Context: an optimization exercise on an open-source flow, tuned for small area, a short achievable clock period and few clock cycles per item. The choices shown serve that exercise and are no tape-out recipe.
The RTL was checked by simulation tests, not by an equivalence proof against the original design.
Power and IR drop assume default switching activity.

Design mvm_accum, start of the top module:
module mvm_accum (
    input  logic        clk,
    input  logic        rst,
    input  logic        clr,
    input  logic        s_valid,
    output logic        s_ready,
    input  logic [15:0] s_x,
    input  logic [47:0] s_w,
    output logic        m_valid,
    input  logic        m_ready,
    output logic [47:0] m_data,
    output logic [2:0]  m_ovf
);
==> flow/config.mk <==
export PLATFORM = sky130hd
export DESIGN_NAME = mvm_accum
export DESIGN_NICKNAME = mvm_accum
export VERILOG_FILES = /design/flow/design.v
export SDC_FILE = /design/flow/constraint.sdc
export NUM_CORES = 4
export LEC_CHECK = 0
export CAP_MARGIN = 20
export CORE_MARGIN = 2
export CORE_UTILIZATION = 40
export CTS_BUF_LIST = sky130_fd_sc_hd__clkbuf_4 sky130_fd_sc_hd__clkbuf_8
export CTS_CLUSTER_SIZE = 40
export SLEW_MARGIN = 20
export SYNTH_HIERARCHICAL = 1
==> flow/constraint.sdc <==
create_clock -name core_clock -period 9.0 [get_ports {clk}]
set_input_delay 1.8000 -clock core_clock [delete_from_list [all_inputs] [get_ports {clk}]]
set_output_delay 1.8000 -clock core_clock [all_outputs]
set_load 0.01 [all_outputs]
standard.sh (not shown) runs the stock make flow with config.mk's settings and CLKGATE_MAP_FILE= SYNTH_SCRIPT=/design/flow/synth_recipe.tcl, a recipe that flattens the netlist after the stock synthesis.
==> flow/flow/run.sh <==
#!/bin/bash
set -euo pipefail
mapfile -t KNOBS < <(grep -v '^\s*\(#\|$\)' flow/knobs.txt)
bash standard.sh "${KNOBS[@]}" finish > orfs_make.log 2>&1
==> flow/flow/knobs.txt <==
SETUP_SLACK_MARGIN=5.95
MATCH_CELL_FOOTPRINT=0
BUFFER_PORTS_ARGS=-buffer_cell sky130_fd_sc_hd__buf_2
Testbench counts at the start, summed over its fixed seeds: cycles 3,624, items 1,200.
Then changed:
==> flow/flow/knobs.txt (replaced) <==
SETUP_SLACK_MARGIN=5.95
MATCH_CELL_FOOTPRINT=0
BUFFER_PORTS_ARGS=-buffer_cell sky130_fd_sc_hd__buf_2
CTS_ARGS=-sink_clustering_enable -repair_clock_nets -buf_list sky130_fd_sc_hd__clkbuf_16 -root_buf sky130_fd_sc_hd__clkbuf_16 -sink_clustering_buffer sky130_fd_sc_hd__clkbuf_16 -sink_buffer_max_cap_derate 0.03 -sink_clustering_size 24 -sink_clustering_max_diameter 100
- CTS_BUF_LIST: sky130_fd_sc_hd__clkbuf_4 sky130_fd_sc_hd__clkbuf_8 -> not set
- CTS_CLUSTER_SIZE: 40 -> not set
What happened: The new run passed the timing, design-rule and antenna checks. Sequential cell count is unchanged. Critical path depth is unchanged. Design area falls by 2.3%.
Then changed:
==> flow/flow/knobs.txt (replaced) <==
SETUP_SLACK_MARGIN=5.95
MATCH_CELL_FOOTPRINT=0
BUFFER_PORTS_ARGS=-buffer_cell sky130_fd_sc_hd__buf_2
CTS_ARGS=-sink_clustering_enable -repair_clock_nets -buf_list sky130_fd_sc_hd__clkbuf_16 -root_buf sky130_fd_sc_hd__clkbuf_16 -sink_clustering_buffer sky130_fd_sc_hd__clkbuf_16 -sink_buffer_max_cap_derate 0.04 -sink_clustering_size 30 -sink_clustering_max_diameter 120
Result:
- via count hardly moves
- utilization decreases by 0.10 points
- routed wire length is about the same
- setup slack is worse by 0.012 ns
- total power shrinks slightly
Then changed:
==> flow/flow/knobs.txt (replaced) <==
SETUP_SLACK_MARGIN=5.95
MATCH_CELL_FOOTPRINT=0
BUFFER_PORTS_ARGS=-buffer_cell sky130_fd_sc_hd__buf_2
- CTS_CLUSTER_SIZE: not set -> 40
Sequential share of layout area goes down by 0.61 points. Via count goes up by 0.65%. Routed wire length goes up by 1.2%. Sequential cell count is unchanged. Worst setup slack loses 0.022 ns. Final cell count goes up by 0.83%.

mvm_accum again, from the RTL that the note above started with.
export LEC_CHECK = 0
export CAP_MARGIN = 20
export CORE_MARGIN = 2
export CORE_UTILIZATION = 40
export SLEW_MARGIN = 20
export SYNTH_HIERARCHICAL = 1
create_clock -name core_clock -period 9.0 [get_ports {clk}]
==> flow/flow/knobs.txt <==
SETUP_SLACK_MARGIN=5.5
MATCH_CELL_FOOTPRINT=0
BUFFER_PORTS_ARGS=-buffer_cell sky130_fd_sc_hd__buf_2
Scripts as last shown in full above: flow/flow/run.sh
The baseline passed the timing, design-rule and antenna checks.
Testbench counts at the start, summed over its fixed seeds: cycles 3,624, items 1,200.
Rerun with:
==> flow/flow/knobs.txt (replaced) <==
SETUP_SLACK_MARGIN=5.8
MATCH_CELL_FOOTPRINT=0
BUFFER_PORTS_ARGS=-buffer_cell sky130_fd_sc_hd__buf_2
--- a/flow/config.mk
+++ b/flow/config.mk
@@ -9,4 +9,5 @@
 export CORE_MARGIN = 2
 export CORE_UTILIZATION = 40
+export CTS_CLUSTER_SIZE = 40
 export SLEW_MARGIN = 20
 export SYNTH_HIERARCHICAL = 1
The changed run went through all stages and came out clean.
Routed wire length went up by 0.73%.
Non-clock buffer count went up by 1.
Synthesized cell count stays the same.
Utilization went up by 0.27 points.
Total power stays flat.
Clock-buffer cell count stays the same.
Combinational power stays flat.
Clock skew went up by 0.0033 ns.

Setup of run 1:
mvm_accum again, from the RTL that the note above started with.
## mvm_accum
module mvm_accum (
    input  logic        clk,
    input  logic        rst,
    input  logic        clr,
    input  logic        s_valid,
    output logic        s_ready,
    input  logic [15:0] s_x,
    input  logic [47:0] s_w,
    output logic        m_valid,
    input  logic        m_ready,
    output logic [47:0] m_data,
    output logic [2:0]  m_ovf
);
==> flow/config.mk <==
export PLATFORM = sky130hd
export DESIGN_NAME = mvm_accum
export DESIGN_NICKNAME = mvm_accum
export VERILOG_FILES = /design/flow/design.v
export SDC_FILE = /design/flow/constraint.sdc
export NUM_CORES = 4
export LEC_CHECK = 0
export CAP_MARGIN = 20
export CORE_MARGIN = 2
export CORE_UTILIZATION = 40
export SLEW_MARGIN = 20
export SYNTH_HIERARCHICAL = 1
==> flow/constraint.sdc <==
create_clock -name core_clock -period 9.0 [get_ports {clk}]
set_input_delay 1.8000 -clock core_clock [delete_from_list [all_inputs] [get_ports {clk}]]
set_output_delay 1.8000 -clock core_clock [all_outputs]
set_load 0.01 [all_outputs]
==> flow/flow/knobs.txt <==
SETUP_SLACK_MARGIN=5.95
MATCH_CELL_FOOTPRINT=0
BUFFER_PORTS_ARGS=-buffer_cell sky130_fd_sc_hd__buf_2
CTS_ARGS=-sink_clustering_enable -repair_clock_nets -buf_list sky130_fd_sc_hd__clkbuf_16 -root_buf sky130_fd_sc_hd__clkbuf_16 -sink_clustering_buffer sky130_fd_sc_hd__clkbuf_16 -sink_buffer_max_cap_derate 0.04 -sink_clustering_size 30 -sink_clustering_max_diameter 140
Scripts as last shown in full above: flow/flow/run.sh
Run 1 | status: complete | timing, DRC, antenna: pass
Testbench counts of run 1, summed over its fixed seeds: cycles 3,624, items 1,200.
Modified inputs, run 2 compared to run 1
# run 1
export LEC_CHECK = 0
export CAP_MARGIN = 20
export CORE_MARGIN = 2
export CORE_UTILIZATION = 40
export SLEW_MARGIN = 20
export SYNTH_HIERARCHICAL = 1
create_clock -name core_clock -period 9.0 [get_ports {clk}]
# run 2
export LEC_CHECK = 0
export CAP_MARGIN = 20
export CORE_MARGIN = 2
export CORE_UTILIZATION = 60
export SLEW_MARGIN = 20
export SYNTH_HIERARCHICAL = 1
create_clock -name core_clock -period 9.0 [get_ports {clk}]
==> flow/flow/knobs.txt <==
SETUP_SLACK_MARGIN=5.95
MATCH_CELL_FOOTPRINT=0
BUFFER_PORTS_ARGS=-buffer_cell sky130_fd_sc_hd__buf_2
==> comparison <==
The overall power after layout in run 2 sits about 11% above the value recorded for run 1.
On final setup skew: between run 1 and run 2, it ends up lower for run 2.
Looking at count of cell instances traversed by the critical path, run 2 sits 6 higher than run 1 does.
When the final numbers for run 1 and run 2 were put side by side, the via count of the first global-routing pass turned out to be smaller in run 1.
Diff run 1 -> run 2 | peak fanout along the critical path | increase of 17
Relative to run 1, the growth of design area from synthesis to finish of run 2 is higher by 2.0 points.
--- input diff run 2..run 3 ---
# run 2
export LEC_CHECK = 0
export CAP_MARGIN = 20
export CORE_MARGIN = 2
export CORE_UTILIZATION = 60
export SLEW_MARGIN = 20
export SYNTH_HIERARCHICAL = 1
create_clock -name core_clock -period 9.0 [get_ports {clk}]
# run 3
export LEC_CHECK = 0
export CAP_MARGIN = 20
export CORE_MARGIN = 2
export CORE_UTILIZATION = 40
export CTS_CLUSTER_SIZE = 40
export SLEW_MARGIN = 20
export SYNTH_HIERARCHICAL = 1
create_clock -name core_clock -period 9.0 [get_ports {clk}]
==> flow/flow/knobs.txt <==
SETUP_SLACK_MARGIN=6.03
MATCH_CELL_FOOTPRINT=0
BUFFER_PORTS_ARGS=-buffer_cell sky130_fd_sc_hd__buf_2
==> summary.txt <==
| total iterations of the first detailed-routing run | higher: run 2 |
Worst setup slack: run 3 lower than run 2
Run 3: met1 track utilization from global routing is 12 points lower than what run 2 reported.
Compared with run 2, run 3 shows maximum clock frequency that has gone down slightly.
The final layout from run 3, which completed every stage, passed the timing, design-rule and antenna checks at the end of the flow.
Run 3 ended up with g_lane[0].u_lane.first as its start point of the critical path; run 2 ended up with g_lane[2].u_lane.first.

-- what the ideal ports hide --
How much do the figures lean on ideal ports? The routed layouts below were timed once more, with nothing changed but the port constraints. Step 1, drivers: a clkbuf_16 drives clk and a buf_2 each remaining input, both assumed. Step 2 moves the port delays by t, midway between the first and last clock arrival at a register: inputs arrive t later, outputs are due t later. That takes back most of the time a late clock gives input paths. Three values: ideal, step 1, step 2; two values: the first two.
run | t (ns) | setup WS [ns] | worst setup path at the end
the first run of note 1 | 0.738 | 5.898 / 5.836 / 5.685 | input to register
the second run of note 1 | 0.657 | 6.002 / 5.935 / 5.719 | input to register
the third run of note 1 | 0.643 | 5.990 / 5.927 / 5.701 | input to register
the fourth run of note 1 | 0.664 | 5.968 / 5.903 / 5.696 | input to register
the first run of note 2 | 0.660 | 5.570 / 5.570 / 5.570 | register to register
the second run of note 2 | 0.661 | 5.892 / 5.892 / 5.699 | input to register
run 1 | 0.631 | 5.990 / 5.924 / 5.709 | input to register
run 2 | 0.659 | 5.986 / 5.935 / 5.679 | input to register
run 3 | 0.660 | 5.968 / 5.938 / 5.740 | input to register
After both steps setup and hold are still met in every run listed. For run 2, which loses most, drivers alone change the setup slack by -0.051 ns; drivers and shift together by -0.307 ns.
